This is an optimization exercise on Yosys and OpenROAD, whose aim is small area, a short achievable clock period and few clock cycles per item, not a production implementation.
Only simulation tests tie the RTL to the original design; equivalence was not proved.
Power is estimated from default activity; no workload was simulated.

==> flow/design.v, too long to show whole: its modules and the start of the top module <==
// module mme_ram: 17 lines
// module mme_mac: 3355 lines
// module matrix_multiply_engine: 262 lines
module matrix_multiply_engine (
    input  wire logic          i_clk,
    input  wire logic          i_rst_n,
    input  wire logic          i_in_valid,
    input  wire logic [23:0]   i_in_req,
    output logic               o_in_stall,
    output logic               o_out_valid,
    output logic [42:0]        o_out_req,
    input  wire logic          i_out_stall,
    input  wire logic          i_cfg_we,
    input  wire logic [1:0]    i_cfg_index,
    input  wire logic [3:0]    i_cfg_data
);
  // ...
==> flow/run.sh <==
#!/bin/bash
# synth_recipe.tcl (not shown) runs the flow's synth.tcl, then flattens the netlist and writes it again
# the make line also repeats each setting of config.mk as NAME=value (left out here)
make -C /OpenROAD-flow-scripts/flow DESIGN_CONFIG=/design/flow/config.mk WORK_HOME=/design/flow/orfs CLKGATE_MAP_FILE= SYNTH_SCRIPT=/design/flow/synth_recipe.tcl finish
==> flow/config.mk <==
export PLATFORM = sky130hd
export DESIGN_NAME = matrix_multiply_engine
export DESIGN_NICKNAME = matrix_multiply_engine
export VERILOG_FILES = /design/flow/design.v
export SDC_FILE = /design/flow/constraint.sdc
export NUM_CORES = 4
export LEC_CHECK = 0
export ABC_CLOCK_PERIOD_IN_PS = 3000
export CAP_MARGIN = 20
export CORE_MARGIN = 2
export CORE_UTILIZATION = 50
export SETUP_SLACK_MARGIN = 4.9
export SLEW_MARGIN = 20
==> flow/constraint.sdc <==
create_clock -name core_clock -period 8.0 [get_ports {i_clk}]
set_input_delay 1.6000 -clock core_clock [delete_from_list [all_inputs] [get_ports {i_clk}]]
set_output_delay 1.6000 -clock core_clock [all_outputs]
set_load 0.01 [all_outputs]
==> flow_summary.toml, run 1 <==
[run_status]
status = "timing/DRC/antenna clean"

[setup_path]
startpoint_type = "flip-flop"
worstRegToRegCells = 16
worstSetupEndpoint = "u_right_store.r_mem[643]$_DFFE_PP_"
crit_required_ns = 8.68
cp_cell_sequence = "buf_6 > ha_4 > nand3_2 > a31o_1 > nand2_1 > or4_4 > a21oi_4 > a21boi_4 > buf_6 > buf_12 > nand4b_1 > buf_4 > buf_12 > buf_4 > nor2_4 > buf_12"
cp_max_fo = 16
rr_endpoint = "u_right_store.r_mem[643]$_DFFE_PP_"

[layout]
n_fill_cell = 23478
final-clk-cell-share_pct = 5.75
seq_cells = 3117
antenna_cells = 18
nNonClkInverters = 909

[yosys]
yosysSeqAreaShare_pct = 59.2
synthCells = 10608
yosys_warnings = 4
ys_top_cells_by_count = "edfxtp_1, a22oi_1, fa_1"
yosys.area_share.adder_pct = 14.4
synth_top_family_by_area = "adder cells"
synth_cell_type_count = 67
synth_compound_area_share_pct = 9.83
ys.flop_type = "edfxtp_1"

[sta]
tightestPinTransition_ns = 1.20
hold-worst-slack_ns = 0.405
slew_headroom_pct = 20.0
finalCritPeriodShare_pct = 41.5
setup_slack_ns = 4.68

[global_routing]
met1_usage_pct = 49.3
busiest_layer = "met2"
grt_pass1_vias = 99299
met2_usage_pct = 52.7

[floorplanning]
boundaryPins = 80
die-area_um2 = 318000
tapCellCount = 4140

[routing]
wl_um = 582000

[power]
p_clk_w = 0.0153
comb_power_share_pct = 31.7
switching_share_pct = 32.7

[clock_tree]
cts_setup_buffers = 446

[worst_hold_path]
hp-start = "r_tag[1][5]$_DFFE_PN_"

[place]
hpwlAfterDp_um = 386000
io_buffer_count = 79
gp_congestion = 1.03

[job]
max_cap_violations = 0
Testbench counts, summed over its fixed seeds: cycles 9,379, jobs 152.
==> module matrix_multiply_engine, before the edit <==
module matrix_multiply_engine (
    input  wire logic          i_clk,
    input  wire logic          i_rst_n,
    input  wire logic          i_in_valid,
    input  wire logic [23:0]   i_in_req,
    output logic               o_in_stall,
    output logic               o_out_valid,
    output logic [42:0]        o_out_req,
    input  wire logic          i_out_stall,
    input  wire logic          i_cfg_we,
    input  wire logic [1:0]    i_cfg_index,
    input  wire logic [3:0]    i_cfg_data
);
    localparam int MAC_LAT = 3;           
    localparam int NST     = MAC_LAT + 1;  
    logic [2:0] r_rl;
    logic [2:0] r_kl;
    logic [2:0] r_cl;
    logic [2:0] w_cfg_last;
    always_comb begin
        if (i_cfg_data == 4'd0) begin
            w_cfg_last = 3'd0;
        end else if (i_cfg_data > 4'd8) begin
            w_cfg_last = 3'd7;
        end else begin
            w_cfg_last = 3'(i_cfg_data - 4'd1);
        end
    end
    always_ff @(posedge i_clk) begin
        if (!i_rst_n) begin
            r_rl <= 3'd7;
            r_kl <= 3'd7;
            r_cl <= 3'd7;
        end else if (i_cfg_we) begin
            case (i_cfg_index)
                2'd0: r_rl <= w_cfg_last;
                2'd1: r_kl <= w_cfg_last;
                2'd2: r_cl <= w_cfg_last;
                default: ;
            endcase
        end
    end
    logic [23:0] r_q0;
    logic [23:0] r_q1;
    logic        r_v0;
    logic        r_v1;
    logic        r_stall;
    logic        w_take;
    logic        w_pop;
    logic        n_v0;
    logic        n_v1;
    assign w_take     = i_in_valid && !r_stall;
    assign o_in_stall = r_stall;
    always_comb begin
        if (w_pop) begin
            n_v0 = r_v1 || w_take;
            n_v1 = r_v1 && w_take;
        end else begin
            n_v0 = r_v0 || w_take;
            n_v1 = r_v1 || (r_v0 && w_take);
        end
    end
    always_ff @(posedge i_clk) begin
        if (!i_rst_n) begin
            r_v0    <= 1'b0;
            r_v1    <= 1'b0;
            r_stall <= 1'b0;
        end else begin
            r_v0    <= n_v0;
            r_v1    <= n_v1;
            r_stall <= n_v0 && n_v1;
        end
    end
    always_ff @(posedge i_clk) begin
        if (w_pop) begin
            r_q0 <= r_v1 ? r_q1 : i_in_req;
        end else if (!r_v0) begin
            r_q0 <= i_in_req;
        end
        if (w_pop || !r_v1) begin
            r_q1 <= i_in_req;
        end
    end
    logic [1:0]  w_op;
    logic [2:0]  w_row;
    logic [2:0]  w_col;
    logic        r_act;
    logic [2:0]  r_ir;
    logic [2:0]  r_ic;
    logic        w_adv;
    logic        w_iss;
    logic        w_iss_last;
    logic        w_ok;
    logic        w_we_a;
    logic        w_we_b;
    logic        w_start;
    assign w_op  = r_q0[23:22];
    assign w_row = r_q0[21:19];
    assign w_col = r_q0[18:16];
    assign w_iss      = r_act && w_adv;
    assign w_iss_last = w_iss && (r_ir == r_rl) && (r_ic == r_cl);
    always_comb begin
        case (w_op)
            mme_pkg::OP_LOAD_A:
                w_ok = !r_act || (w_row > r_rl) || (w_col > r_kl) || (w_row < r_ir) ||
                       ((w_row == r_ir) && ((r_ic != 3'd0) || w_iss));
            mme_pkg::OP_LOAD_B:
                w_ok = !r_act || (w_row > r_kl) || (w_col > r_cl) || w_iss_last;
            mme_pkg::OP_COMPUTE:
                w_ok = !r_act || w_iss_last;
            default:
                w_ok = 1'b1;
        endcase
    end
    assign w_pop   = r_v0 && w_ok;
    assign w_we_a  = w_pop && (w_op == mme_pkg::OP_LOAD_A);
    assign w_we_b  = w_pop && (w_op == mme_pkg::OP_LOAD_B);
    assign w_start = w_pop && (w_op == mme_pkg::OP_COMPUTE);
    always_ff @(posedge i_clk) begin
        if (!i_rst_n) begin
            r_act <= 1'b0;
            r_ir  <= 3'd0;
            r_ic  <= 3'd0;
        end else if (w_start) begin
            r_act <= 1'b1;
            r_ir  <= 3'd0;
            r_ic  <= 3'd0;
        end else if (w_iss) begin
            if (r_ic == r_cl) begin
                r_ic <= 3'd0;
                r_ir <= r_ir + 3'd1;
            end else begin
                r_ic <= r_ic + 3'd1;
            end
            if (w_iss_last) begin
                r_act <= 1'b0;
            end
        end
    end
    logic [1023:0] w_amem;
    logic [1023:0] w_bmem;
    mme_ram u_left_store (
        .i_clk   (i_clk),
        .i_we    (w_we_a),
        .i_waddr ({w_row, w_col}),
        .i_wdata (r_q0[15:0]),
        .o_mem   (w_amem)
    );
    mme_ram u_right_store (
        .i_clk   (i_clk),
        .i_we    (w_we_b),
        .i_waddr ({w_row, w_col}),
        .i_wdata (r_q0[15:0]),
        .o_mem   (w_bmem)
    );
    logic [191:0] r_arow;
    logic [127:0] r_bcol;
    logic [127:0] w_arow;
    logic [191:0] w_aenc;
    logic [127:0] w_bcol;
    always_comb begin
        w_arow = '0;
        w_bcol = '0;
        for (int i = 0; i < 8; i++) begin
            for (int k = 0; k < 8; k++) begin
                if (r_ir == 3'(i)) begin
                    w_arow[16*k +: 16] = w_arow[16*k +: 16] | w_amem[16*(8*i+k) +: 16];
                end
                if (r_ic == 3'(i)) begin
                    w_bcol[16*k +: 16] = w_bcol[16*k +: 16] | w_bmem[16*(8*k+i) +: 16];
                end
            end
        end
        for (int k = 0; k < 8; k++) begin
            if (3'(k) > r_kl) begin
                w_arow[16*k +: 16] = '0;
            end
        end
    end
    always_comb begin
        for (int k = 0; k < 8; k++) begin
            for (int j = 0; j < 8; j++) begin
                logic x, y, z;
                x = w_arow[16*k + 2*j + 1];
                y = w_arow[16*k + 2*j];
                z = (j == 0) ? 1'b0 : w_arow[16*k + 2*j - 1];
                w_aenc[24*k + 3*j]     = y ^ z;
                w_aenc[24*k + 3*j + 1] = (x && !y && !z) || (!x && y && z);
                w_aenc[24*k + 3*j + 2] = x && !(y && z);
            end
        end
    end
    always_ff @(posedge i_clk) begin
        if (w_iss && (r_ic == 3'd0)) begin
            r_arow <= w_aenc;
        end
        if (w_adv) begin
            r_bcol <= w_bcol;
        end
    end
    logic [35:0] w_sum;
    mme_mac u_mac (
        .i_clk (i_clk),
        .i_en  (w_adv),
        .i_a   (r_arow),
        .i_b   (r_bcol),
        .o_sum (w_sum)
    );
    logic [NST-1:0] r_tv;
    logic [6:0]     r_tag [NST];
    always_ff @(posedge i_clk) begin
        if (!i_rst_n) begin
            r_tv <= '0;
        end else if (w_adv) begin
            r_tv <= {r_tv[NST-2:0], w_iss};
        end
    end
    always_ff @(posedge i_clk) begin
        if (w_adv) begin
            r_tag[0] <= {r_ir, r_ic, (r_ir == r_rl) && (r_ic == r_cl)};
            for (int s = 1; s < NST; s++) begin
                r_tag[s] <= r_tag[s-1];
            end
        end
    end
    logic        r_ov;
    logic [42:0] r_out;
    logic        r_sv;
    logic [42:0] r_skid;
    logic        w_ofree;
    logic        w_arr;
    logic [42:0] w_res;
    assign w_adv   = !r_sv;
    assign w_ofree = !r_ov || !i_out_stall;
    assign w_arr   = r_tv[NST-1] && w_adv;
    assign w_res   = {r_tag[NST-1][6:1], w_sum, r_tag[NST-1][0]};
    always_ff @(posedge i_clk) begin
        if (!i_rst_n) begin
            r_ov <= 1'b0;
            r_sv <= 1'b0;
        end else if (r_sv) begin
            if (w_ofree) begin
                r_ov <= 1'b1;
                r_sv <= 1'b0;
            end
        end else if (w_ofree) begin
            r_ov <= w_arr;
        end else if (w_arr) begin
            r_sv <= 1'b1;
        end
    end
    always_ff @(posedge i_clk) begin
        if (w_ofree) begin
            r_out <= r_sv ? r_skid : w_res;
        end
        if (!r_sv) begin
            r_skid <= w_res;
        end
    end
    assign o_out_valid = r_ov;
    assign o_out_req   = r_out;
endmodule
==> run 2, diff against run 1 <==
--- a/flow/design.v
+++ b/flow/design.v
@@ -3496,7 +3496,7 @@
                 w_ok = !r_act || (w_row > r_rl) || (w_col > r_kl) || (w_row < r_ir) ||
                        ((w_row == r_ir) && ((r_ic != 3'd0) || w_iss));
             mme_pkg::OP_LOAD_B:
-                w_ok = !r_act || (w_row > r_kl) || (w_col > r_cl) || w_iss_last;
+                w_ok = (w_row > r_kl) || (w_col > r_cl) || (!r_act && (w_adv || !r_tv[0]));
             mme_pkg::OP_COMPUTE:
                 w_ok = !r_act || w_iss_last;
             default:
@@ -3506,6 +3506,23 @@
     assign w_pop   = r_v0 && w_ok;
     assign w_we_a  = w_pop && (w_op == mme_pkg::OP_LOAD_A);
     assign w_we_b  = w_pop && (w_op == mme_pkg::OP_LOAD_B);
+    logic        r_we_a;
+    logic        r_we_b;
+    logic [5:0]  r_waddr;
+    logic [15:0] r_wdata;
+    always_ff @(posedge i_clk) begin
+        if (!i_rst_n) begin
+            r_we_a <= 1'b0;
+            r_we_b <= 1'b0;
+        end else begin
+            r_we_a <= w_we_a;
+            r_we_b <= w_we_b;
+        end
+    end
+    always_ff @(posedge i_clk) begin
+        r_waddr <= {w_row, w_col};
+        r_wdata <= r_q0[15:0];
+    end
     assign w_start = w_pop && (w_op == mme_pkg::OP_COMPUTE);
     always_ff @(posedge i_clk) begin
         if (!i_rst_n) begin
@@ -3532,16 +3549,16 @@
     logic [1023:0] w_bmem;
     mme_ram u_left_store (
         .i_clk   (i_clk),
-        .i_we    (w_we_a),
-        .i_waddr ({w_row, w_col}),
-        .i_wdata (r_q0[15:0]),
+        .i_we    (r_we_a),
+        .i_waddr (r_waddr),
+        .i_wdata (r_wdata),
         .o_mem   (w_amem)
     );
     mme_ram u_right_store (
         .i_clk   (i_clk),
-        .i_we    (w_we_b),
-        .i_waddr ({w_row, w_col}),
-        .i_wdata (r_q0[15:0]),
+        .i_we    (r_we_b),
+        .i_waddr (r_waddr),
+        .i_wdata (r_wdata),
         .o_mem   (w_bmem)
     );
     logic [191:0] r_arow;
@@ -3549,6 +3566,10 @@
     logic [127:0] w_arow;
     logic [191:0] w_aenc;
     logic [127:0] w_bcol;
+    logic [2:0]   w_bsel;
+    logic [NST-1:0] r_tv;        
+    logic [6:0]     r_tag [NST];
+    assign w_bsel = w_adv ? r_ic : r_tag[0][3:1];
     always_comb begin
         w_arow = '0;
         w_bcol = '0;
@@ -3557,7 +3578,7 @@
                 if (r_ir == 3'(i)) begin
                     w_arow[16*k +: 16] = w_arow[16*k +: 16] | w_amem[16*(8*i+k) +: 16];
                 end
-                if (r_ic == 3'(i)) begin
+                if (w_bsel == 3'(i)) begin
                     w_bcol[16*k +: 16] = w_bcol[16*k +: 16] | w_bmem[16*(8*k+i) +: 16];
                 end
             end
@@ -3585,9 +3606,9 @@
         if (w_iss && (r_ic == 3'd0)) begin
             r_arow <= w_aenc;
         end
-        if (w_adv) begin
-            r_bcol <= w_bcol;
-        end
+    end
+    always_ff @(posedge i_clk) begin
+        r_bcol <= w_bcol;
     end
     logic [35:0] w_sum;
     mme_mac u_mac (
@@ -3597,8 +3618,6 @@
         .i_b   (r_bcol),
         .o_sum (w_sum)
     );
-    logic [NST-1:0] r_tv;
-    logic [6:0]     r_tag [NST];
     always_ff @(posedge i_clk) begin
         if (!i_rst_n) begin
             r_tv <= '0;
@@ -3616,36 +3635,19 @@
     end
     logic        r_ov;
     logic [42:0] r_out;
-    logic        r_sv;
-    logic [42:0] r_skid;
-    logic        w_ofree;
-    logic        w_arr;
     logic [42:0] w_res;
-    assign w_adv   = !r_sv;
-    assign w_ofree = !r_ov || !i_out_stall;
-    assign w_arr   = r_tv[NST-1] && w_adv;
-    assign w_res   = {r_tag[NST-1][6:1], w_sum, r_tag[NST-1][0]};
+    assign w_adv = !r_ov || !i_out_stall;
+    assign w_res = {r_tag[NST-1][6:1], w_sum, r_tag[NST-1][0]};
     always_ff @(posedge i_clk) begin
         if (!i_rst_n) begin
             r_ov <= 1'b0;
-            r_sv <= 1'b0;
-        end else if (r_sv) begin
-            if (w_ofree) begin
-                r_ov <= 1'b1;
-                r_sv <= 1'b0;
-            end
-        end else if (w_ofree) begin
-            r_ov <= w_arr;
-        end else if (w_arr) begin
-            r_sv <= 1'b1;
+        end else if (w_adv) begin
+            r_ov <= r_tv[NST-1];
         end
     end
     always_ff @(posedge i_clk) begin
-        if (w_ofree) begin
-            r_out <= r_sv ? r_skid : w_res;
-        end
-        if (!r_sv) begin
-            r_skid <= w_res;
+        if (w_adv) begin
+            r_out <= w_res;
         end
     end
     assign o_out_valid = r_ov;
--- a/flow/config.mk
+++ b/flow/config.mk
@@ -9,5 +9,5 @@
 export CAP_MARGIN = 20
 export CORE_MARGIN = 2
 export CORE_UTILIZATION = 50
-export SETUP_SLACK_MARGIN = 4.9
+export SETUP_SLACK_MARGIN = 4.8
 export SLEW_MARGIN = 20
==> flow_summary.toml, run 2 <==
[routing]
vias_per_cell = 6.39
first_pass_iters = 9
ant_nets = 0
drc_errors = 0
routedWlPerCell_um = 34.8
drtIter0Drc = 14797
num_vias = 95185
wl_um = 518000

[sta]
hold-worst-slack_ns = 0.339
period_minus_slack_ns = 3.29
rsz0062_at_grt = "true"
tightestPinTransition_ns = 1.18
skew_ns = 0.107
finalSetupViolCount = 0
finalCritPeriodShare_pct = 41.1
fin_tns_setup_ns = 0
finalHoldViolCount = 0
drv_slew = 0
fmax_mhz = 304
slew_headroom_pct = 21.0

[power]
p_leak_nw = 65.9
peakVddDrop_mv = 0.196
power_w = 0.0466
p_per_area_nw_per_um2 = 262

[yosys]
synth_edf_count = 2921
synthesis.area_um2 = 155000
yosys_warnings = 4
synth-seq-cells = 3097
postSynth.asyncResetShare_pct = 0
synthCells = 10152
synth_area_leaders = "edfxtp_1, fa_1, a22oi_1"
ys.flop_type = "edfxtp_1"
syn_avg_cell_area_um2 = 15.3
ys_top_cells_by_count = "edfxtp_1, fa_1, a22oi_1"
synth_cell_type_count = 71
yosys.area.top_type_share_pct = 56.5
synth_top_area_cell = "edfxtp_1"
yosysMostFrequentCell = "edfxtp_1"
yosysSeqAreaShare_pct = 58.8
synth_nets = 11366

[run_status]
status = "timing/DRC/antenna clean"

[clock_tree]
cts_buffers = 329
cts_buffer_depth = 4
cts-root-buf = "clkbuf_16"
cts_tree = "built"
insertion_delay_ns = 0.98
htree_levels = 5
path_clk_slew_ns = 0.06
cts_sinks = 3097

[global_routing]
grtUsageTotal_pct = 32.4
grt_max_degree = 210
grt_first_pass_wirelength_um = 718000
grt_pass1_vias = 94937
grt_antenna_before_repair = 48
overflow = 0

[setup_path]
startpoint_type = "flip-flop"
critPathKind = "flip-flop to flip-flop"
worstRegToRegCells = 6
cp_max_fo = 16
crit_required_ns = 8.60
cp.arrival_ns = 3.89
endpoint_kind = "flip-flop"

[floorplanning]
die_h_um = 561
boundaryPins = 80
initial_core_util_pct = 50.2
dieWidth_um = 561
die-area_um2 = 315000
core_um2 = 309000
fp-row-count = 204

[layout]
syn_to_final_growth_pct = 14.6
reg_top3 = "u_left_store.r_mem (1024), u_right_store.r_mem (1024), u_mac.r_s0 (366)"
final_area_um2 = 178000
fin_nets = 11699
layout_commonest_cell = "edfxtp_1"
final_cell_mix = "edfxtp_1, fa_1, a22oi_1, inv_1, xor2_1"
final_layout_size_suffix_gt1_share_pct = 17.6

[place]
hpwlAfterDp_um = 347000
placed_area_um2 = 161000
gp_congestion = 1.03
io_buffer_count = 79

[job]
max_cap_violations = 0

[worst_hold_path]
min_path_cells = 0
hp-class = "flip-flop to flip-flop"
==> run 2: timing repair <==
action	4_1_cts	5_1_grt
hold buffers	0	0
setup endpoints to repair	1596	374
resized for setup	220	135
gates cloned	21	9
setup buffers	298	49
pin swaps	33	59
==> run 2: area by class of cell <==
class	count	area (µm²)
Antenna cell	18	45.0
Clock buffer	416	8790
Clock inverter	182	2120
Fill cell	23734	131000
Inverter	908	3430
Multi-Input combinational cell	5315	57900
Sequential cell	3097	91400
Tap cell	4120	5150
Timing Repair Buffer	833	8930
Timing Repair inverter	1	5.00
==> run 2: kinds of logic (layout without fill, tap and decap cells) <==
logic type	count (synthesis)	in the layout	synth area share [%]
other	0	18	0
flip-flops	3097	3097	58.8
AND/OR/NAND/NOR	922	924	2.57
adder cells (fa/ha/maj)	1179	1179	14.5
XOR/XNOR	1122	1122	6.33
AO/OA/AOI/OAI	1604	1604	8.13
buffers and inverters	1742	2340	4.27
multiplexers	486	486	5.34
==> run 2: worst max-delay path, cell delays in order, from the launching register on <==
cell     delay (ns)
dfxtp_2        0.76
a22oi_1        0.19
xor2_1         0.21
fa_1           0.50
inv_1          0.05
fa_1           0.71
fa_1           0.49
==> run 2: power breakdown <==
group	internal (W)	total, W	switching (W)
combinational	0.00422	0.0103	0.00608
clock	0.00903	0.0154	0.00636
sequential	0.0202	0.0209	0.000713
total	0.0334	0.0466	0.0132
==> run 2: final timing paths <==
kind,start,to,slack (ns)
max,r_bcol[51]$_DFF_P_,u_mac.r_s0[59]$_DFFE_PP_,4.71
max reg2reg,r_bcol[51]$_DFF_P_,u_mac.r_s0[59]$_DFFE_PP_,4.71
min,r_q0[10]$_DFFE_PP_,r_wdata[10]$_DFF_P_,0.34
min reg2reg,r_q0[10]$_DFFE_PP_,r_wdata[10]$_DFF_P_,0.34
==> run 2: per-layer routing <==
layer | vias up | track usage [%] | part of all wire, %
met1 | 49315 | 44.0 | 38
met5 | - | 0 | 0.044
met2 | 6435 | 47.9 | 44
met4 | 34 | 12.9 | 4.6
li1 | 37927 | - | -
met3 | 1474 | 11.3 | 13
==> run 2: through the flow <==
| step | utilization, % | std cells | setup slack, ns |
|---|---|---|---|
| after detailed placement | 52.2 | 13893 | 2.78 |
| final | 57.6 | 14890 | 4.71 |
| after global routing | 57.6 | 14873 | 4.67 |
| after global placement | 52.1 | 13884 | 2.86 |
| after CTS | 57.2 | 14810 | 4.70 |
| after floorplan | - | 10152 | -4.44 |
Testbench counts of run 2, summed over its fixed seeds: cycles 9,404, jobs 152.
==> module mme_ram, before the edit <==
module mme_ram (
    input  wire logic          i_clk,
    input  wire logic          i_we,
    input  wire logic [5:0]    i_waddr,
    input  wire logic [15:0]   i_wdata,
    output logic      [1023:0] o_mem
);
    logic [1023:0] r_mem;
    always_ff @(posedge i_clk) begin
        for (int i = 0; i < 64; i++) begin
            if (i_we && (i_waddr == 6'(i))) begin
                r_mem[16*i +: 16] <= i_wdata;
            end
        end
    end
    assign o_mem = r_mem;
endmodule
==> run 3, diff against run 2 <==
--- a/flow/design.v
+++ b/flow/design.v
@@ -13,15 +13,15 @@
 `default_nettype none
 module mme_ram (
     input  wire logic          i_clk,
-    input  wire logic          i_we,
-    input  wire logic [5:0]    i_waddr,
+    input  wire logic [7:0]    i_we_row,
+    input  wire logic [7:0]    i_col,
     input  wire logic [15:0]   i_wdata,
     output logic      [1023:0] o_mem
 );
     logic [1023:0] r_mem;
     always_ff @(posedge i_clk) begin
         for (int i = 0; i < 64; i++) begin
-            if (i_we && (i_waddr == 6'(i))) begin
+            if (i_we_row[i / 8] && i_col[i % 8]) begin
                 r_mem[16*i +: 16] <= i_wdata;
             end
         end
@@ -3506,21 +3506,21 @@
     assign w_pop   = r_v0 && w_ok;
     assign w_we_a  = w_pop && (w_op == mme_pkg::OP_LOAD_A);
     assign w_we_b  = w_pop && (w_op == mme_pkg::OP_LOAD_B);
-    logic        r_we_a;
-    logic        r_we_b;
-    logic [5:0]  r_waddr;
+    logic [7:0]  r_wrow_a;
+    logic [7:0]  r_wrow_b;
+    logic [7:0]  r_wcol;
     logic [15:0] r_wdata;
     always_ff @(posedge i_clk) begin
-        if (!i_rst_n) begin
-            r_we_a <= 1'b0;
-            r_we_b <= 1'b0;
-        end else begin
-            r_we_a <= w_we_a;
-            r_we_b <= w_we_b;
+        for (int i = 0; i < 8; i++) begin
+            if (!i_rst_n) begin
+                r_wrow_a[i] <= 1'b0;
+                r_wrow_b[i] <= 1'b0;
+            end else begin
+                r_wrow_a[i] <= w_we_a && (w_row == 3'(i));
+                r_wrow_b[i] <= w_we_b && (w_row == 3'(i));
+            end
+            r_wcol[i] <= (w_col == 3'(i));
         end
-    end
-    always_ff @(posedge i_clk) begin
-        r_waddr <= {w_row, w_col};
         r_wdata <= r_q0[15:0];
     end
     assign w_start = w_pop && (w_op == mme_pkg::OP_COMPUTE);
@@ -3548,18 +3548,18 @@
     logic [1023:0] w_amem;
     logic [1023:0] w_bmem;
     mme_ram u_left_store (
-        .i_clk   (i_clk),
-        .i_we    (r_we_a),
-        .i_waddr (r_waddr),
-        .i_wdata (r_wdata),
-        .o_mem   (w_amem)
+        .i_clk    (i_clk),
+        .i_we_row (r_wrow_a),
+        .i_col    (r_wcol),
+        .i_wdata  (r_wdata),
+        .o_mem    (w_amem)
     );
     mme_ram u_right_store (
-        .i_clk   (i_clk),
-        .i_we    (r_we_b),
-        .i_waddr (r_waddr),
-        .i_wdata (r_wdata),
-        .o_mem   (w_bmem)
+        .i_clk    (i_clk),
+        .i_we_row (r_wrow_b),
+        .i_col    (r_wcol),
+        .i_wdata  (r_wdata),
+        .o_mem    (w_bmem)
     );
     logic [191:0] r_arow;
     logic [127:0] r_bcol;
@@ -3568,8 +3568,8 @@
     logic [127:0] w_bcol;
     logic [2:0]   w_bsel;
     logic [NST-1:0] r_tv;        
-    logic [6:0]     r_tag [NST];
-    assign w_bsel = w_adv ? r_ic : r_tag[0][3:1];
+    logic [2:0]     r_tcol;      
+    assign w_bsel = w_adv ? r_ic : r_tcol;
     always_comb begin
         w_arow = '0;
         w_bcol = '0;
@@ -3627,9 +3627,26 @@
     end
     always_ff @(posedge i_clk) begin
         if (w_adv) begin
-            r_tag[0] <= {r_ir, r_ic, (r_ir == r_rl) && (r_ic == r_cl)};
-            for (int s = 1; s < NST; s++) begin
-                r_tag[s] <= r_tag[s-1];
+            r_tcol <= r_ic;
+        end
+    end
+    logic [2:0] r_orow;
+    logic [2:0] r_ocol;
+    logic       w_olast;
+    assign w_olast = (r_orow == r_rl) && (r_ocol == r_cl);
+    always_ff @(posedge i_clk) begin
+        if (!i_rst_n) begin
+            r_orow <= 3'd0;
+            r_ocol <= 3'd0;
+        end else if (w_adv && r_tv[NST-1]) begin
+            if (w_olast) begin
+                r_orow <= 3'd0;
+                r_ocol <= 3'd0;
+            end else if (r_ocol == r_cl) begin
+                r_orow <= r_orow + 3'd1;
+                r_ocol <= 3'd0;
+            end else begin
+                r_ocol <= r_ocol + 3'd1;
             end
         end
     end
@@ -3637,7 +3654,7 @@
     logic [42:0] r_out;
     logic [42:0] w_res;
     assign w_adv = !r_ov || !i_out_stall;
-    assign w_res = {r_tag[NST-1][6:1], w_sum, r_tag[NST-1][0]};
+    assign w_res = {r_orow, r_ocol, w_sum, w_olast};
     always_ff @(posedge i_clk) begin
         if (!i_rst_n) begin
             r_ov <= 1'b0;
--- a/flow/config.mk
+++ b/flow/config.mk
@@ -9,5 +9,7 @@
 export CAP_MARGIN = 20
 export CORE_MARGIN = 2
 export CORE_UTILIZATION = 50
+export CTS_CLUSTER_DIAMETER = 80
+export CTS_CLUSTER_SIZE = 24
 export SETUP_SLACK_MARGIN = 4.8
 export SLEW_MARGIN = 20
==> flow_summary.toml, run 3 <==
[setup_path]
crit_required_ns = 8.59
cp.arrival_ns = 3.84
ff2ff_setup_slack_ns = 4.74
cp_max_fo = 16
endpoint_kind = "flip-flop"
slowest_delay_ns = 0.65
cp_cell_sequence = "buf_6 > a22oi_1 > xor2_1 > fa_1 > inv_1 > fa_1 > fa_1"
crit-reg2reg-launch = "r_bcol[4]$_DFF_P_"
worstSetupEndpoint = "u_mac.r_s0[228]$_DFFE_PP_"
crit_path_start = "r_bcol[4]$_DFF_P_"
worstRegToRegCells = 7
startpoint_type = "flip-flop"
cpMaxStageDelayCell = "fa_1"
critPathKind = "flip-flop to flip-flop"
rr_endpoint = "u_mac.r_s0[228]$_DFFE_PP_"
timing.critical_path.mode_cell = "fa_1"

[global_routing]
grt_pass1_vias = 98873
grtUsageTotal_pct = 34.1
grt_antenna_before_repair = 50
grt_max_degree = 113
grt_first_pass_wirelength_um = 760000
overflow = 0

[yosys]
yosys_warnings = 3
synth_nets = 12392
yosysSeqAreaShare_pct = 58.6
synth_edf_count = 2893
synth_cell_type_count = 65
synth_top_area_cell = "edfxtp_1"
syn_avg_cell_area_um2 = 13.9
yosys.area.top_type_share_pct = 56.0
postSynth.asyncResetShare_pct = 0
synth_area_leaders = "edfxtp_1, fa_1, a22oi_1"
yosysMostFrequentCell = "edfxtp_1"
synthesis.area_um2 = 155000
synth-seq-cells = 3094
ys.flop_type = "edfxtp_1"
synthCells = 11176
ys_top_cells_by_count = "edfxtp_1, nand2_1, a22oi_1"

[power]
power_w = 0.0472
p_switching_w = 0.0159
p_leak_nw = 64.4
cell_internal_pwr_w = 0.0312
switching_share_pct = 33.8
p_per_area_nw_per_um2 = 271
p_clk_share_pct = 20.3
peakVddDrop_mv = 0.226
power.share.sequential_pct = 46.7
comb_power_share_pct = 33.0

[clock_tree]
cts_buffers = 169
path_clk_slew_ns = 0.09
htree_levels = 4
cts-root-buf = "clkbuf_16"
cts_sinks = 3094
insertion_delay_ns = 0.96
cts_buffer_depth = 4
cts_tree = "built"
postCtsHoldBufs = 0

[layout]
final_area_um2 = 174000
n_fill_cell = 24562
fin_nets = 12547
syn_to_final_growth_pct = 12.1
multi_input_area_um2 = 58100
final_util_pct = 56.3
regArea_um2 = 91100
final_cell_mix = "edfxtp_1, nand2_1, a22oi_1, fa_1, inv_1"
final_layout_size_suffix_gt1_share_pct = 12.1
layout_commonest_cell = "edfxtp_1"
reg_top3 = "u_left_store.r_mem (1024), u_right_store.r_mem (1024), u_mac.r_s0 (366)"

[sta]
setup_slack_ns = 4.74
finalCritPeriodShare_pct = 40.7
rsz0062_at_grt = "true"
finalHoldViolCount = 0
period_minus_slack_ns = 3.26
slew_headroom_pct = 21.9
skew_ns = 0.113
tightestPinTransition_ns = 1.17
drv_slew = 0
finalSetupViolCount = 0
fmax_mhz = 307

[job]
max_cap_violations = 0

[place]
gp_congestion = 1.02
pre_cts_slack_ns = 2.54
placed_area_um2 = 160000
io_buffer_count = 79
hpwlAfterDp_um = 352000

[worst_hold_path]
hp-class = "flip-flop to flip-flop"
hp-start = "r_q0[2]$_DFFE_PP_"

[run_status]
status = "timing/DRC/antenna clean"

[floorplanning]
boundaryPins = 80
initial_core_util_pct = 50.2
dieWidth_um = 561
die-area_um2 = 315000
fp-row-count = 204
core_um2 = 309000
die_h_um = 561

[routing]
num_vias = 100941
first_pass_iters = 14
routedWlPerCell_um = 35.2
vias_per_cell = 6.48
drc_errors = 0
ant_nets = 0
wl_um = 548000
drtIter0Drc = 17114
[run 3: cell types whose count changed in the layout (fill, tap and decap cells not counted), sizes merged, moves of 126 or more]
cell,previous run,this run
nand2,375,1152
mux4,256,0
a221oi,10,264
clkbuf,427,241
o21ai,93,237
mux2,172,44
a22oi,966,1092
and2,22,148
[run 3: logic make-up (layout without fill, tap and decap cells)]
logic type      after synthesis  count (layout)  share of synthesized area [%]
compound gates             2138            2139                           10.7
buf+inv                    1839            2092                           4.52
other cells                   0              25                              0
simple gates               1696            1700                           4.62
fa+ha+maj                  1181            1181                           14.6
xor+xnor                   1129            1129                           6.37
flops                      3094            3094                           58.6
mux                          99              99                          0.674
[run 3: stage by stage]
stage | setup TNS [ns] | std cells | hold slack [ns]
2_1_floorplan | -150.72 | 11176 | 0.323
3_3_place_gp | 0 | 14719 | 0.323
3_5_place_dp | 0 | 14724 | 0.327
4_1_cts | 0 | 15464 | 0.348
5_1_grt | 0 | 15556 | 0.357
6_report | 0 | 15579 | 0.345
[run 3: routing by layer]
| metal | share of wire [%] | track usage (%) |
|---|---|---|
| met1 | 38 | 47.4 |
| met2 | 43 | 49.5 |
| met3 | 15 | 12.3 |
| met4 | 4.3 | 12.3 |
| met5 | 0.092 | 0 |
[run 3: worst min-delay path by stage]
stage,to,slack (ns),cells after the start
6_report,r_wdata[2]$_DFF_P_,0.34,0
2_1_floorplan,r_wdata[0]$_DFF_P_,0.32,0
3_5_place_dp,r_wdata[14]$_DFF_P_,0.33,0
5_1_grt,r_wdata[4]$_DFF_P_,0.36,0
4_1_cts,r_wdata[2]$_DFF_P_,0.35,0
3_3_place_gp,r_wdata[2]$_DFF_P_,0.32,0
[run 3: final cells by class]
| type | count | area share (%) |
|---|---|---|
| Timing Repair Buffer | 893 | 6.15 |
| Clock inverter | 51 | 0.343 |
| Sequential cell | 3094 | 52.4 |
| Antenna cell | 25 | 0.0360 |
| Inverter | 916 | 2.03 |
| Timing Repair inverter | 9 | 0.0504 |
| Clock buffer | 223 | 2.60 |
| Multi-Input combinational cell | 6248 | 33.4 |
| Tap cell | 4120 | 2.96 |
[run 3: critical path, delay by kind of cell (launching register included)]
family / cells / cell delay [ns]
adder cells (fa/ha/maj): 3 / 1.77
AO/OA/AOI/OAI: 1 / 0.16
flip-flops: 1 / 0.43
XOR/XNOR: 1 / 0.19
buffers and inverters: 2 / 0.34
[run 3: power groups by stage]
stage,sequential (W),clock [W],combinational (W)
6_report,0.0220,0.00957,0.0156
5_1_grt,0.0222,0.0102,0.0172
4_1_cts,0.0220,0.00968,0.0151
3_5_place_dp,0.0225,0,0.0148
3_3_place_gp,0.0225,0,0.0144
2_1_floorplan,0.0220,0,0.00807
[run 3: repair_timing]
action / 4_1_cts / 5_1_grt
pin swaps: 50 / 94
endpoints found under the setup margin: 1244 / 618
cloned: 36 / 19
setup buffers: 430 / 69
resized for setup: 331 / 254
Testbench counts of run 3, summed over its fixed seeds: cycles 9,404, jobs 152.
==> run 4, diff against run 3 <==
--- a/flow/config.mk
+++ b/flow/config.mk
@@ -13,3 +13,4 @@
 export CTS_CLUSTER_SIZE = 24
 export SETUP_SLACK_MARGIN = 4.8
 export SLEW_MARGIN = 20
+export TNS_END_PERCENT = 10
==> flow_summary.toml, run 4 <==
[run_status]
status = "timing/DRC/antenna clean"

[yosys]
synth_nets = 12392
yosysMostFrequentCell = "edfxtp_1"
yosysSeqAreaShare_pct = 58.6
postSynth.asyncResetShare_pct = 0
synth_area_leaders = "edfxtp_1, fa_1, a22oi_1"
synthesis.area_um2 = 155000
synth_edf_count = 2893
yosys.area.top_type_share_pct = 56.0
synth-seq-cells = 3094
synth_cell_type_count = 65
ys_top_cells_by_count = "edfxtp_1, nand2_1, a22oi_1"
synthCells = 11176
ys.flop_type = "edfxtp_1"
synth_top_area_cell = "edfxtp_1"
yosys_warnings = 3
syn_avg_cell_area_um2 = 13.9

[place]
hpwlAfterDp_um = 364000
gp_congestion = 1.01
pre_cts_slack_ns = 2.81
io_buffer_count = 79
dp_cells = 14777

[routing]
routedWlPerCell_um = 36.0
first_pass_iters = 10
drc_errors = 0
wl_um = 559000
vias_per_cell = 6.53
drtIter0Drc = 17790
num_vias = 101386
ant_nets = 0

[sta]
skew_ns = 0.0591
slew_headroom_pct = 13.2
hold-worst-slack_ns = 0.326
finalHoldViolCount = 0
setup_slack_ns = 4.41
period_minus_slack_ns = 3.59
fmax_mhz = 279
rsz0062_at_grt = "true"
drv_slew = 0
tightestPinTransition_ns = 1.30
finalSetupViolCount = 0
finalCritPeriodShare_pct = 44.8

[power]
power_w = 0.0473
p_leak_nw = 63.8
p_per_area_nw_per_um2 = 274
peakVddDrop_mv = 0.273

[global_routing]
grt_max_degree = 171
grt_pass1_vias = 98711
grt_first_pass_wirelength_um = 770000
grt_antenna_before_repair = 43
overflow = 0
grtUsageTotal_pct = 34.6

[clock_tree]
insertion_delay_ns = 0.93
cts_buffer_depth = 4
cts-root-buf = "clkbuf_16"
htree_levels = 4
cts_sinks = 3094
path_clk_slew_ns = 0.09
postCtsHoldBufs = 0
cts_buffers = 174
cts_tree = "built"

[layout]
fin_nets = 12495
syn_to_final_growth_pct = 11.2
reg_top3 = "u_left_store.r_mem (1024), u_right_store.r_mem (1024), u_mac.r_s0 (366)"
regArea_um2 = 91000
final_layout_size_suffix_gt1_share_pct = 10.5
n_fill_cell = 24853
finalNonFillerCells = 15527
multi_input_area_um2 = 57800
final_cell_mix = "edfxtp_1, nand2_1, a22oi_1, fa_1, inv_1"
layout_commonest_cell = "edfxtp_1"

[setup_path]
endpoint_kind = "flip-flop"
cp.arrival_ns = 4.22
timing.critical_path.mode_cell = "fa_1"
crit_path_start = "r_arow[4]$_DFFE_PP_"
crit_required_ns = 8.63
crit-reg2reg-launch = "r_arow[4]$_DFFE_PP_"
cp_max_fo = 16
critPathTopFamily = "adder cells"
cpMaxStageDelayCell = "edfxtp_1"
ff2ff_setup_slack_ns = 4.41
path_depth = 7
worstSetupEndpoint = "u_mac.r_s0[48]$_DFFE_PP_"
worstRegToRegCells = 7
cp_cell_sequence = "a22oi_1 > xnor2_1 > fa_1 > inv_1 > fa_1 > inv_1 > fa_1"
startpoint_type = "flip-flop"
rr_endpoint = "u_mac.r_s0[48]$_DFFE_PP_"
critPathKind = "flip-flop to flip-flop"
path_buf_inv = 2
slowest_delay_ns = 1.08

[floorplanning]
initial_core_util_pct = 50.2
boundaryPins = 80
die_h_um = 561
fp-row-count = 204
die-area_um2 = 315000
dieWidth_um = 561
core_um2 = 309000

[job]
max_cap_violations = 0

[worst_hold_path]
hp-class = "flip-flop to flip-flop"
run 4: changes by cell type in the layout (fill, tap and decap cells not counted), moves of 17 or more:
cell / delta
a221oi_1: +31
a221oi_2: -30
clkdlybuf4s50_1: +25
dfxtp_1: +33
dlygate4sd2_1: +17
dfxtp_4: -19
buf_12: -30
fa_1: +41
buf_4: +18
clkdlybuf4s15_1: -24
fa_2: -41
run 4: per-layer routing:
layer,global-route usage [%],up-vias,part of all wire [%]
li1,-,40460,-
met1,49.2,52034,39
met2,49.2,7422,42
met3,11.9,1450,14
met4,12.9,20,4.5
met5,0.467,-,0.10
run 4: worst register-to-register path, stage by stage, from the launching register on:
cell      delay, ns
edfxtp_1       1.08
a22oi_1        0.29
xnor2_1        0.20
fa_1           0.53
inv_1          0.06
fa_1           0.55
inv_1          0.09
fa_1           0.53
run 4: how the worst min path moves through the flow:
stage,from,end,slack (ns),depth (start not counted)
after floorplan,r_q0[0]$_DFFE_PP_,r_wdata[0]$_DFF_P_,0.32,0
after global placement,r_q0[2]$_DFFE_PP_,r_wdata[2]$_DFF_P_,0.33,0
after detailed placement,r_q0[13]$_DFFE_PP_,r_wdata[13]$_DFF_P_,0.33,0
after CTS,r_q0[12]$_DFFE_PP_,r_wdata[12]$_DFF_P_,0.33,0
after global routing,r_q0[9]$_DFFE_PP_,r_wdata[9]$_DFF_P_,0.33,0
final,r_q0[12]$_DFFE_PP_,r_wdata[12]$_DFF_P_,0.33,0
run 4: cells by family after synthesis:
family                   share of synthesized area, %
adder cells (fa/ha/maj)                          14.6
buffers and inverters                            4.52
AO/OA/AOI/OAI                                    10.7
flip-flops                                       58.6
AND/OR/NAND/NOR                                  4.62
multiplexers                                    0.674
XOR/XNOR                                         6.37
run 4: layout make-up:
type | count | area share [%]
timing repair buffer | 843 | 5.57
inverter | 916 | 2.03
sequential | 3094 | 52.8
multi-input combinational | 6246 | 33.5
antenna | 25 | 0.0363
timing repair inverter | 4 | 0.0196
clock inverter | 63 | 0.485
tap | 4120 | 2.99
clock buffer | 216 | 2.63
run 4: repair_timing:
action / in CTS / in global routing
gates cloned: 18 / 17
gates resized for setup: 101 / 183
pin swaps: 41 / 75
buffers inserted: 261 / 150
endpoints found under the setup margin: 1066 / 948
run 4: through the flow:
stage	util, %	TNS (ns)	area [µm²]
floorplan	-	-150.72	155000
global placement	51.9	0	160000
detailed placement	51.9	0	160000
CTS	54.9	0	170000
global route	55.8	0	172000
finish	55.9	0	173000
run 4: report_power, final:
group / total [W] / internal (W) / switching (W)
registers: 0.0220 / 0.0210 / 0.00102
logic: 0.0155 / 0.00601 / 0.00947
clock network: 0.00985 / 0.00426 / 0.00559
==> run 5, diff against run 4 <==
--- a/flow/config.mk
+++ b/flow/config.mk
@@ -8,9 +8,8 @@
 export ABC_CLOCK_PERIOD_IN_PS = 3000
 export CAP_MARGIN = 20
 export CORE_MARGIN = 2
-export CORE_UTILIZATION = 50
+export CORE_UTILIZATION = 42
 export CTS_CLUSTER_DIAMETER = 80
 export CTS_CLUSTER_SIZE = 24
 export SETUP_SLACK_MARGIN = 4.8
 export SLEW_MARGIN = 20
-export TNS_END_PERCENT = 10
==> flow_summary.toml, run 5 <==
[sta]
hold-worst-slack_ns = 0.343
tightestPinTransition_ns = 1.15
finalSetupViolCount = 0
fmax_mhz = 305
slew_headroom_pct = 23.3
drv_slew = 0
rsz0062_at_grt = "true"
finalCritPeriodShare_pct = 41.0
finalHoldViolCount = 0
fin_tns_setup_ns = 0
period_minus_slack_ns = 3.28
skew_ns = 0.0758

[floorplanning]
fp-row-count = 223
boundaryPins = 80
dieWidth_um = 612
die_h_um = 612
core_um2 = 368000
die-area_um2 = 374000
initial_core_util_pct = 42.1

[yosys]
yosys_warnings = 3
synth_edf_count = 2893
synth_top_area_cell = "edfxtp_1"
synth_cell_type_count = 65
syn_avg_cell_area_um2 = 13.9
ys.flop_type = "edfxtp_1"
synth_nets = 12392
synthesis.area_um2 = 155000
yosys.area.top_type_share_pct = 56.0
postSynth.asyncResetShare_pct = 0
synthCells = 11176
yosysSeqAreaShare_pct = 58.6
synth-seq-cells = 3094
synth_area_leaders = "edfxtp_1, fa_1, a22oi_1"
ys_top_cells_by_count = "edfxtp_1, nand2_1, a22oi_1"
yosysMostFrequentCell = "edfxtp_1"

[setup_path]
slowest_delay_ns = 0.85
endpoint_kind = "flip-flop"
startpoint_type = "flip-flop"
cp_cell_sequence = "buf_12 > ha_1 > ha_4 > buf_12 > a222oi_1 > buf_4 > nor2_1 > ha_1 > nor3_2"
critPathKind = "flip-flop to flip-flop"
cpMaxStageDelayCell = "a222oi_1"
cp.arrival_ns = 4.01
path_depth = 9
cp_max_fo = 121
path_buf_inv = 3
critPathTopFamily = "compound AO/OA/AOI/OAI gates"
worstRegToRegCells = 9
crit_required_ns = 8.74

[worst_hold_path]
hp-class = "flip-flop to flip-flop"
min_path_cells = 0

[global_routing]
grt_pass1_vias = 99246
grt_max_degree = 187
grt_first_pass_wirelength_um = 769000
grtUsageTotal_pct = 29.0
overflow = 0
grt_antenna_before_repair = 59

[clock_tree]
cts_tree = "built"
insertion_delay_ns = 0.94
cts_sinks = 3094
postCtsHoldBufs = 0
path_clk_slew_ns = 0.10
cts_buffers = 170
cts-root-buf = "clkbuf_16"
htree_levels = 4
cts_buffer_depth = 4

[place]
gp_congestion = 0.992
hpwlAfterDp_um = 357000
io_buffer_count = 79
dp_cells = 15467
placed_area_um2 = 161000

[routing]
drc_errors = 0
first_pass_iters = 13
num_vias = 100854
drtIter0Drc = 16690
ant_nets = 0
wl_um = 561000
routedWlPerCell_um = 34.5
vias_per_cell = 6.20

[job]
max_cap_violations = 0

[layout]
fin_nets = 12499
layout_commonest_cell = "edfxtp_1"
reg_top3 = "u_left_store.r_mem (1024), u_right_store.r_mem (1024), u_mac.r_s0 (366)"
syn_to_final_growth_pct = 12.4
final_area_um2 = 174000
final_cell_mix = "edfxtp_1, nand2_1, a22oi_1, fa_1, inv_1"
final_layout_size_suffix_gt1_share_pct = 11.4
finalNonFillerCells = 16257

[power]
p_per_area_nw_per_um2 = 272
peakVddDrop_mv = 0.207
p_leak_nw = 64.2

[run_status]
status = "timing/DRC/antenna clean"
run 5: path summary, 6_finish.rpt:
check / from / end / slack (ns)
worst max-delay path: r_ir[1]$_SDFFE_PP0P_ / r_arow[89]$_DFFE_PP_ / 4.72
worst max register to register: r_ir[1]$_SDFFE_PP0P_ / r_arow[89]$_DFFE_PP_ / 4.72
worst min-delay path: r_q0[14]$_DFFE_PP_ / r_wdata[14]$_DFF_P_ / 0.34
worst min register to register: r_q0[14]$_DFFE_PP_ / r_wdata[14]$_DFF_P_ / 0.34
run 5: layout make-up:
type | count | area (µm²)
tap | 4837 | 6050
inverter | 916 | 3530
fill | 31626 | 194000
sequential | 3094 | 91100
timing repair inverter | 6 | 53.8
multi-input combinational | 6244 | 58000
clock inverter | 57 | 674
antenna | 25 | 62.6
timing repair buffer | 851 | 10300
clock buffer | 227 | 4560
run 5: cells by family (layout without fill, tap and decap cells):
| group | count (synthesis) | after routing | share of synthesized area [%] |
|---|---|---|---|
| and+or+nand+nor | 1696 | 1697 | 4.62 |
| xor gates and xnor gates | 1129 | 1129 | 6.37 |
| adders and majority gates | 1181 | 1181 | 14.6 |
| muxes | 99 | 99 | 0.674 |
| AOI/OAI and AO/OA | 2138 | 2138 | 10.7 |
| buffers and inverters | 1839 | 2057 | 4.52 |
| DFF | 3094 | 3094 | 58.6 |
| other | 0 | 25 | 0 |
run 5: per-layer routing:
metal | wire [µm] | up-vias | share of wire [%] | GRT usage, %
met5 | 283 | - | 0.050 | 0
met4 | 29100 | 40 | 5.2 | 12.8
met3 | 72200 | 1413 | 13 | 8.56
met2 | 245000 | 7095 | 44 | 43.4
met1 | 214000 | 51823 | 38 | 39.3
li1 | - | 40483 | - | -
run 5: metrics by stage:
step | utilization, % | setup WS (ns) | total power, W
after global placement | 43.7 | 2.28 | 0.0372
after detailed placement | 43.8 | 2.20 | 0.0376
after floorplan | - | -0.785 | 0.0301
final | 47.3 | 4.72 | 0.0474
after global routing | 47.3 | 4.69 | 0.0498
after CTS | 46.9 | 4.75 | 0.0472
run 5: timing repair:
action,CTS,global route
pin swaps,37,110
hold endpoints to repair,0,0
buffers inserted,359,67
gates cloned,35,18
setup endpoints to repair,1087,420
resized for setup,323,165
run 5: power by group:
| group | switching, W | leakage, nW | internal, W |
|---|---|---|---|
| Combinational | 0.00950 | 32.9 | 0.00620 |
| Sequential | 0.00109 | 28.8 | 0.0210 |
| Clock | 0.00547 | 2.53 | 0.00423 |
| Total | 0.0161 | 64.2 | 0.0314 |
==> run 6, diff against run 5 <==
--- a/flow/config.mk
+++ b/flow/config.mk
@@ -8,8 +8,8 @@
 export ABC_CLOCK_PERIOD_IN_PS = 3000
 export CAP_MARGIN = 20
 export CORE_MARGIN = 2
-export CORE_UTILIZATION = 42
+export CORE_UTILIZATION = 50
 export CTS_CLUSTER_DIAMETER = 80
 export CTS_CLUSTER_SIZE = 24
-export SETUP_SLACK_MARGIN = 4.8
+export SETUP_SLACK_MARGIN = 4.9
 export SLEW_MARGIN = 20
==> flow_summary.toml, run 6 <==
[sta]
drv_slew = 0
skew_ns = 0.0997
finalHoldViolCount = 0
rsz0062_at_grt = "true"
hold-worst-slack_ns = 0.346
finalSetupViolCount = 0
finalCritPeriodShare_pct = 40.5
period_minus_slack_ns = 3.24
fmax_mhz = 309
slew_headroom_pct = 20.7
tightestPinTransition_ns = 1.19

[clock_tree]
path_clk_slew_ns = 0.09
cts_tree = "built"
htree_levels = 4
cts_sinks = 3094
insertion_delay_ns = 0.95
cts_buffer_depth = 4
cts-root-buf = "clkbuf_16"
cts_buffers = 169

[setup_path]
endpoint_kind = "flip-flop"
crit_required_ns = 8.57
startpoint_type = "flip-flop"
cp_max_fo = 4
critPathKind = "flip-flop to flip-flop"
cp.arrival_ns = 3.82
ff2ff_setup_slack_ns = 4.76

[place]
gp_congestion = 1.02
io_buffer_count = 79
hpwlAfterDp_um = 352000

[yosys]
synth_nets = 12392
yosysMostFrequentCell = "edfxtp_1"
synth-seq-cells = 3094
ys_top_cells_by_count = "edfxtp_1, nand2_1, a22oi_1"
synthesis.area_um2 = 155000
postSynth.asyncResetShare_pct = 0
synth_edf_count = 2893
yosysSeqAreaShare_pct = 58.6
yosys.area.top_type_share_pct = 56.0
syn_avg_cell_area_um2 = 13.9
yosys_warnings = 3
synthCells = 11176
ys.flop_type = "edfxtp_1"
synth_top_area_cell = "edfxtp_1"
synth_area_leaders = "edfxtp_1, fa_1, a22oi_1"
synth_cell_type_count = 65

[global_routing]
overflow = 0
grt_first_pass_wirelength_um = 764000
grt_antenna_before_repair = 48
grt_max_degree = 110
grtUsageTotal_pct = 34.3
grt_pass1_vias = 99075

[floorplanning]
boundaryPins = 80
dieWidth_um = 561
core_um2 = 309000
die-area_um2 = 315000
fp-row-count = 204
initial_core_util_pct = 50.2
die_h_um = 561

[layout]
fin_nets = 12682
final_util_pct = 57.3
final_layout_size_suffix_gt1_share_pct = 16.1
layout_commonest_cell = "edfxtp_1"
final_cell_mix = "edfxtp_1, nand2_1, a22oi_1, fa_1, inv_1"
reg_top3 = "u_left_store.r_mem (1024), u_right_store.r_mem (1024), u_mac.r_s0 (366)"
syn_to_final_growth_pct = 14.1

[power]
peakVddDrop_mv = 0.228
switching_share_pct = 33.8
cell_internal_pwr_w = 0.0313
p_leak_nw = 65.4
p_switching_w = 0.0160
p_clk_share_pct = 20.2
power.share.sequential_pct = 46.5
comb_power_share_pct = 33.3
power_w = 0.0474
p_per_area_nw_per_um2 = 268

[routing]
first_pass_iters = 10
drtIter0Drc = 16907
ant_nets = 0
vias_per_cell = 6.51
routedWlPerCell_um = 35.8
wl_um = 563000
num_vias = 102262
drc_errors = 0

[run_status]
status = "timing/DRC/antenna clean"

[job]
max_cap_violations = 0

[worst_hold_path]
hp-class = "flip-flop to flip-flop"
[run 6: final cells by class]
cell class	count	area (µm²)
Fill cell	24331	132000
Sequential cell	3094	91100
Multi-Input combinational cell	6248	59500
Inverter	916	3530
Clock buffer	223	4530
Timing Repair Buffer	1028	12400
Clock inverter	51	597
Antenna cell	16	40.0
Tap cell	4120	5150
Timing Repair inverter	9	87.6
[run 6: per-stage QoR]
step | area, µm² | setup slack, ns | TNS [ns] | cells
after floorplan | 155000 | -0.785 | -150.72 | 11176
after global placement | 160000 | 2.62 | 0 | 14719
after detailed placement | 160000 | 2.54 | 0 | 14724
after CTS | 172000 | 4.84 | 0 | 15490
after global routing | 177000 | 4.71 | 0 | 15690
final | 177000 | 4.76 | 0 | 15705
[run 6: cells by family (layout without fill, tap and decap cells)]
group | after synthesis | count (layout) | synth area share, %
compound gates | 2138 | 2139 | 10.7
xor+xnor | 1129 | 1129 | 6.37
fa+ha+maj | 1181 | 1181 | 14.6
buf+inv | 1839 | 2227 | 4.52
flops | 3094 | 3094 | 58.6
mux | 99 | 99 | 0.674
other cells | 0 | 16 | 0
simple gates | 1696 | 1700 | 4.62
[run 6: timing repair]
action | in CTS | in global routing
gates resized for setup | 535 | 556
pin swaps | 75 | 271
gates cloned | 35 | 49
endpoints found under the setup margin | 1381 | 755
hold buffers | 0 | 0
buffers inserted | 457 | 150
hold endpoints to repair | 0 | 0
[run 6: critical path, stage by stage, from the launching register on]
cell and delay [ns]:
edfxtp_1 0.50, buf_6 0.17, buf_6 0.12, a22oi_2 0.15
xor2_1 0.23, fa_1 0.48, fa_2 0.66, inv_2 0.05
fa_2 0.54
[run 6: worst paths after layout]
path,from,end,cells past startpoint
min reg2reg,r_q0[2]$_DFFE_PP_,r_wdata[2]$_DFF_P_,0
max reg2reg,r_arow[85]$_DFFE_PP_,u_mac.r_s0[247]$_DFFE_PP_,8
max,r_arow[85]$_DFFE_PP_,u_mac.r_s0[247]$_DFFE_PP_,8
min,r_q0[2]$_DFFE_PP_,r_wdata[2]$_DFF_P_,0
[run 6: per-layer routing]
layer  global-route usage [%]  vias up  routed length, µm
li1                         -    40849                  -
met4                     12.0       44              24400
met3                     12.3     1385              83300
met2                     49.9     7629             240000
met1                     47.6    52355             215000
met5                        0        -                309
[run 6: power by group through the flow]
stage          Clock, W  Combinational, W  Sequential, W
5_1_grt          0.0102            0.0174         0.0222
3_5_place_dp          0            0.0148         0.0225
3_3_place_gp          0            0.0144         0.0225
4_1_cts         0.00968            0.0151         0.0220
6_report        0.00959            0.0158         0.0220
2_1_floorplan         0           0.00807         0.0220
==> run 7, diff against run 6 <==
--- a/flow/config.mk
+++ b/flow/config.mk
@@ -11,5 +11,6 @@
 export CORE_UTILIZATION = 50
 export CTS_CLUSTER_DIAMETER = 80
 export CTS_CLUSTER_SIZE = 24
-export SETUP_SLACK_MARGIN = 4.9
+export PLACE_DENSITY = 0.75
+export SETUP_SLACK_MARGIN = 4.8
 export SLEW_MARGIN = 20
==> flow_summary.toml, run 7 <==
[routing]
vias_per_cell = 6.62
wl_um = 541000
routedWlPerCell_um = 34.8
first_pass_iters = 15
num_vias = 103024
drtIter0Drc = 19426
drc_errors = 0
ant_nets = 0

[job]
max_cap_violations = 0

[global_routing]
grtUsageTotal_pct = 33.0
grt_pass1_vias = 100776
grt_first_pass_wirelength_um = 742000
grt_max_degree = 140
overflow = 0
grt_antenna_before_repair = 37

[yosys]
postSynth.asyncResetShare_pct = 0
ys_top_cells_by_count = "edfxtp_1, nand2_1, a22oi_1"
synthCells = 11176
yosysSeqAreaShare_pct = 58.6
synth_edf_count = 2893
yosys_warnings = 3
yosys.area.top_type_share_pct = 56.0
ys.flop_type = "edfxtp_1"
synth_nets = 12392
synth_area_leaders = "edfxtp_1, fa_1, a22oi_1"
synth_top_area_cell = "edfxtp_1"
syn_avg_cell_area_um2 = 13.9
synth-seq-cells = 3094
synth_cell_type_count = 65
synthesis.area_um2 = 155000
yosysMostFrequentCell = "edfxtp_1"

[sta]
finalSetupViolCount = 0
drv_slew = 0
finalHoldViolCount = 0
rsz0062_at_grt = "true"
setup_slack_ns = 4.68
period_minus_slack_ns = 3.32
slew_headroom_pct = 16.2
skew_ns = 0.0892
finalCritPeriodShare_pct = 41.5
fmax_mhz = 301
tightestPinTransition_ns = 1.26

[place]
gp_congestion = 1.04
hpwlAfterDp_um = 337000
pre_cts_slack_ns = 2.67
io_buffer_count = 79

[clock_tree]
htree_levels = 4
cts-root-buf = "clkbuf_16"
cts_sinks = 3094
insertion_delay_ns = 0.91
cts_tree = "built"
cts_buffer_depth = 4
path_clk_slew_ns = 0.10
cts_buffers = 170

[floorplanning]
initial_core_util_pct = 50.2
boundaryPins = 80
dieWidth_um = 561
die_h_um = 561
core_um2 = 309000
die-area_um2 = 315000
fp-row-count = 204

[layout]
final_cell_mix = "edfxtp_1, nand2_1, a22oi_1, fa_1, inv_1"
layout_commonest_cell = "edfxtp_1"
final_util_pct = 56.3
fin_nets = 12538
syn_to_final_growth_pct = 12.2
reg_top3 = "u_left_store.r_mem (1024), u_right_store.r_mem (1024), u_mac.r_s0 (366)"
final_layout_size_suffix_gt1_share_pct = 11.8

[setup_path]
rr_endpoint = "u_mac.r_s0[164]$_DFFE_PP_"
endpoint_kind = "flip-flop"
critPathKind = "flip-flop to flip-flop"
ff2ff_setup_slack_ns = 4.68
worstRegToRegCells = 6
cp_max_fo = 16
crit_required_ns = 8.61
crit-reg2reg-launch = "r_bcol[38]$_DFF_P_"
startpoint_type = "flip-flop"
cp.arrival_ns = 3.93

[worst_hold_path]
holdPathEnd = "r_wdata[4]$_DFF_P_"
min_path_cells = 0
hp-start = "r_q0[4]$_DFFE_PP_"
hp-class = "flip-flop to flip-flop"

[run_status]
status = "timing/DRC/antenna clean"

[power]
p_leak_nw = 64.3
peakVddDrop_mv = 0.271
p_per_area_nw_per_um2 = 271
## run 7: kinds of logic (layout without fill, tap and decap cells)
kind of cell               after synthesis  after routing  share of synthesized area (%)
xor gates and xnor gates              1129           1129                           6.37
muxes                                   99             99                          0.674
DFF                                   3094           3094                           58.6
AOI/OAI and AO/OA                     2138           2138                           10.7
and+or+nand+nor                       1696           1699                           4.62
adders and majority gates             1181           1181                           14.6
buffers and inverters                 1839           2082                           4.52
other                                    0             17                              0
## run 7: cell type report
cell class | instances | area, µm²
flip-flops and latches | 3094 | 91100
clock inverters | 42 | 602
fillers | 23577 | 135000
repair buffers | 888 | 10700
multi-input cells | 6246 | 58200
well taps | 4120 | 5150
repair inverters | 6 | 56.3
diodes | 17 | 42.5
clock buffers | 230 | 4530
inverters | 916 | 3520
## run 7: worst max path at each step
stage	startpoint	endpoint	slack (ns)	depth (start not counted)
finish	r_bcol[38]$_DFF_P_	u_mac.r_s0[164]$_DFFE_PP_	4.68	6
CTS	i_out_stall	r_q0[2]$_DFFE_PP_	4.70	8
global route	r_bcol[38]$_DFF_P_	u_mac.r_s0[164]$_DFFE_PP_	4.70	6
detailed placement	i_out_stall	r_bcol[0]$_DFF_P_	2.67	10
global placement	i_out_stall	r_bcol[109]$_DFF_P_	2.45	10
floorplan	i_out_stall	r_arow[0]$_DFFE_PP_	-0.79	5
## run 7: layer usage
layer	track usage (%)	share of wire, %	up-vias
li1	-	-	40559
met1	42.6	34	51369
met2	47.9	43	9130
met3	12.8	16	1936
met4	18.3	6.9	30
met5	0.889	0.072	-
## run 7: critical path, cell delays in order (launching register included)
cell,delay (ns)
dfxtp_2,0.71
a22oi_1,0.21
xor2_1,0.19
fa_1,0.51
inv_1,0.07
fa_1,0.43
fa_1,0.88
## run 7: report_power, final
part | switching, W | internal [W]
registers | 0.00111 | 0.0210
clock network | 0.00533 | 0.00421
logic | 0.00942 | 0.00617
## run 7: repair_timing
item / in CTS / in global routing
gates resized for setup: 292 / 231
endpoints found under the hold margin: 0 / 0
setup endpoints to repair: 1080 / 543
hold buffers: 0 / 0
buffers inserted: 473 / 63
cloned: 29 / 30
pin swaps: 55 / 76
## run 7: metrics by stage
stage | hold WS (ns) | TNS [ns] | instances | cell area, µm² | power [W]
floorplan | 0.323 | -150.72 | 11176 | 155000 | 0.0301
global placement | 0.326 | 0 | 14671 | 160000 | 0.0365
detailed placement | 0.326 | 0 | 14673 | 160000 | 0.0372
CTS | 0.346 | 0 | 15447 | 172000 | 0.0465
global route | 0.352 | 0 | 15547 | 174000 | 0.0492
finish | 0.346 | 0 | 15559 | 174000 | 0.0472
==> run 8, diff against run 7 <==
--- a/flow/config.mk
+++ b/flow/config.mk
@@ -8,7 +8,7 @@
 export ABC_CLOCK_PERIOD_IN_PS = 3000
 export CAP_MARGIN = 20
 export CORE_MARGIN = 2
-export CORE_UTILIZATION = 50
+export CORE_UTILIZATION = 55
 export CTS_CLUSTER_DIAMETER = 80
 export CTS_CLUSTER_SIZE = 24
 export PLACE_DENSITY = 0.75
==> flow_summary.toml, run 8 <==
[run_status]
status = "timing/DRC/antenna clean"

[yosys]
synth_area_leaders = "edfxtp_1, fa_1, a22oi_1"
postSynth.asyncResetShare_pct = 0
yosys.area.top_type_share_pct = 56.0
synth_nets = 12392
ys_top_cells_by_count = "edfxtp_1, nand2_1, a22oi_1"
synth_edf_count = 2893
yosysMostFrequentCell = "edfxtp_1"
synth-seq-cells = 3094
yosys_warnings = 3
synthCells = 11176
ys.flop_type = "edfxtp_1"
syn_avg_cell_area_um2 = 13.9
synth_top_area_cell = "edfxtp_1"
yosysSeqAreaShare_pct = 58.6
synthesis.area_um2 = 155000
synth_cell_type_count = 65

[routing]
first_pass_iters = 13
num_vias = 104729
drc_errors = 0
drtIter0Drc = 20594
routedWlPerCell_um = 35.5
vias_per_cell = 6.87
wl_um = 541000
ant_nets = 0

[layout]
final_util_pct = 62.2
reg_top3 = "u_left_store.r_mem (1024), u_right_store.r_mem (1024), u_mac.r_s0 (366)"
layout_commonest_cell = "edfxtp_1"
final_layout_size_suffix_gt1_share_pct = 12.2
fin_nets = 12586
final_cell_mix = "edfxtp_1, nand2_1, a22oi_1, fa_1, inv_1"
regArea_um2 = 91100
syn_to_final_growth_pct = 12.3
multi_input_area_um2 = 58200
final_area_um2 = 174000
finalNonFillerCells = 15244
n_fill_cell = 19751

[setup_path]
endpoint_kind = "flip-flop"
worstRegToRegCells = 11
startpoint_type = "flip-flop"
cp_max_fo = 50
cp_cell_sequence = "buf_4 > ha_4 > buf_12 > buf_16 > a222oi_1 > nand2_1 > a222oi_1 > buf_4 > nor2_1 > ha_2 > nor3_2"
cpMaxStageDelayCell = "a222oi_1"
cp.arrival_ns = 4.04
critPathKind = "flip-flop to flip-flop"
ff2ff_setup_slack_ns = 4.66
crit_required_ns = 8.70
crit-reg2reg-launch = "r_ir[1]$_SDFFE_PP0P_"
rr_endpoint = "r_arow[173]$_DFFE_PP_"
slowest_delay_ns = 0.68

[global_routing]
met2_usage_pct = 51.9
grtUsageTotal_pct = 36.2
use_met3_pct = 14.9
grt_first_pass_wirelength_um = 738000
grt_max_degree = 132
met1_usage_pct = 47.6
grt_pass1_vias = 100885
overflow = 0
grt_antenna_before_repair = 32
busiest_layer = "met2"

[clock_tree]
insertion_delay_ns = 0.95
cts_tree = "built"
cts-root-buf = "clkbuf_16"
cts_buffer_depth = 4
path_clk_slew_ns = 0.10
htree_levels = 4
cts_sinks = 3094
cts_buffers = 170

[floorplanning]
fp-row-count = 194
die_h_um = 535
boundaryPins = 80
initial_core_util_pct = 55.4
dieWidth_um = 535
die-area_um2 = 286000
core_um2 = 280000

[sta]
fmax_mhz = 299
skew_ns = 0.117
period_minus_slack_ns = 3.34
finalHoldViolCount = 0
tightestPinTransition_ns = 1.27
drv_slew = 0
finalCritPeriodShare_pct = 41.8
slew_headroom_pct = 15.5
rsz0062_at_grt = "true"
hold-worst-slack_ns = 0.333
finalSetupViolCount = 0

[job]
max_cap_violations = 0

[worst_hold_path]
min_path_cells = 0
hp-class = "flip-flop to flip-flop"
hp-start = "r_q0[8]$_DFFE_PP_"
holdPathEnd = "r_wdata[8]$_DFF_P_"

[place]
gp_congestion = 1.07
hpwlAfterDp_um = 335000
dp_cells = 14336
placed_area_um2 = 160000
io_buffer_count = 79

[power]
p_leak_nw = 64.8
peakVddDrop_mv = 0.282
power_w = 0.0470
p_per_area_nw_per_um2 = 270
run 8: cell counts after synthesis:
Identical to the previous run, type by type.
run 8: cell families after synthesis:
kind of cell / after synthesis / share of synthesized area (%)
mux: 99 / 0.674
simple gates: 1696 / 4.62
xor+xnor: 1129 / 6.37
flops: 3094 / 58.6
fa+ha+maj: 1181 / 14.6
compound gates: 2138 / 10.7
buf+inv: 1839 / 4.52
run 8: what timing repair did:
action | in CTS | in global routing
cloned | 33 | 37
gates resized for setup | 276 | 281
setup buffers | 416 | 99
pin swaps | 60 | 106
hold buffers | 0 | 0
endpoints found under the setup margin | 1155 | 502
run 8: report_power, final:
part | leakage (nW) | switching, W | internal, W
registers | 28.8 | 0.00105 | 0.0210
logic | 33.5 | 0.00928 | 0.00610
clock network | 2.48 | 0.00536 | 0.00422
total | 64.8 | 0.0157 | 0.0313
run 8: how the worst max path moves through the flow:
stage,start,endpoint,slack [ns]
6_report,r_ir[1]$_SDFFE_PP0P_,r_arow[173]$_DFFE_PP_,4.66
5_1_grt,r_bcol[55]$_DFF_P_,u_mac.r_s0[227]$_DFFE_PP_,4.70
4_1_cts,i_out_stall,r_q0[0]$_DFFE_PP_,4.77
3_5_place_dp,i_out_stall,r_bcol[43]$_DFF_P_,2.48
3_3_place_gp,i_out_stall,r_bcol[7]$_DFF_P_,2.61
2_1_floorplan,i_out_stall,r_arow[0]$_DFFE_PP_,-0.79
run 8: layout make-up:
| type | instances | area share, % |
|---|---|---|
| Timing Repair Buffer | 936 | 6.51 |
| Tap cell | 3724 | 2.67 |
| Clock inverter | 40 | 0.343 |
| Sequential cell | 3094 | 52.3 |
| Timing Repair inverter | 7 | 0.0388 |
| Multi-Input combinational cell | 6245 | 33.4 |
| Antenna cell | 58 | 0.0833 |
| Clock buffer | 224 | 2.61 |
| Inverter | 916 | 2.03 |
run 8: stage by stage:
step                TNS [ns]  setup slack, ns
floorplan            -150.72           -0.785
global placement           0             2.61
detailed placement         0             2.48
CTS                        0             4.77
global route               0             4.70
finish                     0             4.66
run 8: layer usage:
metal	vias up	routed length [µm]
met5	-	616
met4	33	33700
met3	1971	93200
met2	9741	230000
met1	52272	184000
li1	40712	-
run 8: critical path: cells and delay by family (launching register included):
kind | cells | cell delay [ns]
AOI/OAI and AO/OA | 2 | 1.04
adders and majority gates | 2 | 0.38
buffers and inverters | 4 | 0.77
DFF | 1 | 0.36
and+or+nand+nor | 3 | 0.45

Re-timed with assumed drivers on the ports (clkbuf_16 on the clock, buf_2 on other inputs), run 8 has 4.659 ns of setup slack against 4.659 ns with ideal ports, and 4.080 ns once port delays also move by the mid clock arrival of 1.010 ns.
